From an optimization exercise on the open Yosys and OpenROAD flow, aimed at small area, a short achievable clock period and few clock cycles per item; shortcuts taken in it are not production practice.
In this exercise RTL edits were held to simulation tests only and were not proved equivalent to the original.

v41:
## date_seconds_of_year_converter_unit
module date_seconds_of_year_converter_unit (
    input  logic                            i_clk,
    input  logic                            i_rst_n,
    input  logic                            i_in_valid,
    output logic                            o_in_ready,
    input  logic                            i_in_mode,
    input  logic [dsoyc_pkg::WYear-1:0]     i_in_year,
    input  logic [dsoyc_pkg::WMonth-1:0]    i_in_month,
    input  logic [dsoyc_pkg::WDay-1:0]      i_in_day,
    input  logic [dsoyc_pkg::WHour-1:0]     i_in_hour,
    input  logic [dsoyc_pkg::WMinute-1:0]   i_in_minute,
    input  logic [dsoyc_pkg::WSecond-1:0]   i_in_second,
    input  logic [dsoyc_pkg::WSeconds-1:0]  i_in_seconds,
    output logic                            o_out_valid,
    input  logic                            i_out_ready,
    output logic [dsoyc_pkg::WSeconds-1:0]  o_out_seconds,
    output logic [dsoyc_pkg::WMonth-1:0]    o_out_month,
    output logic [dsoyc_pkg::WDay-1:0]      o_out_day,
    output logic [dsoyc_pkg::WHour-1:0]     o_out_hour,
    output logic [dsoyc_pkg::WMinute-1:0]   o_out_minute,
    output logic [dsoyc_pkg::WSecond-1:0]   o_out_second,
    output logic                            o_out_range_error
);
Size: ~1200 cells after synthesis, about 130 flip-flops, ~120 I/O pins, about 13000 um2 of cells after synthesis.
==> flow/config.mk <==
export PLATFORM = sky130hd
export DESIGN_NAME = date_seconds_of_year_converter_unit
export DESIGN_NICKNAME = date_seconds_of_year_converter_unit
export VERILOG_FILES = /design/flow/design.v
export SDC_FILE = /design/flow/constraint.sdc
export NUM_CORES = 4
export LEC_CHECK = 0
export CAP_MARGIN = 20
export CORE_MARGIN = 2
export CORE_UTILIZATION = 40
export CTS_BUF_LIST = sky130_fd_sc_hd__clkbuf_8
export PLACE_DENSITY = 0.75
export SETUP_SLACK_MARGIN = 5
export SLEW_MARGIN = 20
==> flow/constraint.sdc <==
create_clock -name core_clock -period 9.0 [get_ports {i_clk}]
set_input_delay 1.8000 -clock core_clock [delete_from_list [all_inputs] [get_ports {i_clk}]]
set_output_delay 1.8000 -clock core_clock [all_outputs]
set_load 0.01 [all_outputs]
standard.sh (not shown) runs the stock make flow with config.mk's settings and CLKGATE_MAP_FILE= SYNTH_SCRIPT=/design/flow/synth_recipe.tcl, a recipe that flattens the netlist after the stock synthesis.
==> flow/flow/run.sh <==
#!/bin/bash
# The standard layout with two changes:
#  - the port buffers are sky130_fd_sc_hd__buf_1 cells;
#  - synthesis runs the standard flow's synthesis script with yosys's synth called with -noabc
#    as well (flow/synth.tcl), so the generic abc pass does not restructure the
#    carry-save adders before they are mapped to full and half adder cells.
#    Registers are inferred exactly as in the standard synthesis.
set -euo pipefail
here=$(pwd)
sed -e 's|SETUP_SLACK_MARGIN=5 |SETUP_SLACK_MARGIN=5 BUFFER_PORTS_ARGS="-buffer_cell sky130_fd_sc_hd__buf_1" |' \
    -e "s|SYNTH_SCRIPT=[^ ]*|SYNTH_SCRIPT=$here/flow/synth.tcl|" standard.sh > standard_b.sh
bash standard_b.sh > standard.log 2>&1
==> flow/flow/synth.tcl <==
proc synth {args} { yosys synth -nofsm -noshare -noabc {*}$args }
source $::env(SCRIPTS_DIR)/synth.tcl
# left out here: clear keep_hierarchy, flatten, clean up, hide names made inside functions, write 1_2_yosys.v
In summary, v41 completed successfully, with a layout that passed the timing, design-rule and antenna checks.
Testbench counts of v41, summed over its fixed seeds: cycles 24,032, items 24,000.
Modified inputs, v50 compared to v41
Settings: PLACE_DENSITY removed (was 0.75).
Notes after the runs:
Between v50 and v41, the count of nets after finishing figures differ only marginally.
Changes observed in v50 relative to v41: ratio of final minimum period to clock period level; number of routed nets with antenna violations closely matched the old numbers; signed area change from the synthesized netlist to the final layout shrank by 0.46 points.
Input-level comparison between v51 and v50:
Settings: CTS_BUF_LIST removed (was sky130_fd_sc_hd__clkbuf_8).
==> flow/flow/run.sh <==
#!/bin/bash
# The standard layout with these changes:
#  - the port buffers are sky130_fd_sc_hd__buf_1 cells;
#  - the setup repair aims at a slack margin of 5.1 ns;
#  - synthesis runs the standard flow's synthesis script with yosys's synth called with -noabc
#    as well (flow/synth.tcl), so the generic abc pass does not restructure the
#    carry-save adders before they are mapped to full and half adder cells.
#    Registers are inferred exactly as in the standard synthesis.
set -euo pipefail
here=$(pwd)
sed -e 's|SETUP_SLACK_MARGIN=5 |SETUP_SLACK_MARGIN=5.1 BUFFER_PORTS_ARGS="-buffer_cell sky130_fd_sc_hd__buf_1" |' \
    -e "s|SYNTH_SCRIPT=[^ ]*|SYNTH_SCRIPT=$here/flow/synth.tcl|" standard.sh > standard_b.sh
bash standard_b.sh > standard.log 2>&1
### Flow results
v50 -> v51: mean cell area of the mapped netlist delta 0, exact match. Taking v50 as the reference, in v51 maximum frequency from static timing analysis has remained practically unchanged; fraction of the core area covered by cells at the end of the flow grew by 1.2 points; number of DRC markers after the initial detailed-route iteration fell 37; via count of the first global-routing pass went up.

re-timing with driven ports:
How much do the figures lean on ideal ports? The routed layouts below were timed once more, with nothing changed but the port constraints. Step 1 (the two cells are an assumption about what drives the block):
set clk [get_ports {i_clk}]
set_driving_cell -lib_cell sky130_fd_sc_hd__clkbuf_16 $clk
set_driving_cell -lib_cell sky130_fd_sc_hd__buf_2 [delete_from_list [all_inputs] $clk]
Step 2, shift: input delay + t, output delay - t, t = (earliest + latest rising clock arrival at the registers) / 2. This alone moves slack from input paths to output paths. Slacks: ideal ports / drivers / drivers and shift; pairs: ideal ports / drivers.
run	t (ns)	setup WS [ns]	hold slack, ns
v41	0.514	4.972 / 4.934 / 4.683	0.418 / 0.418 / 0.418
v50	0.488	4.967 / 4.935 / 4.718	0.423 / 0.423 / 0.423
v51	0.468	4.973 / 4.935 / 4.743	0.418 / 0.418 / 0.418
After both steps every run listed still meets setup and hold. For v41, which loses most, drivers alone change the setup slack by -0.038 ns; drivers and shift together by -0.289 ns.
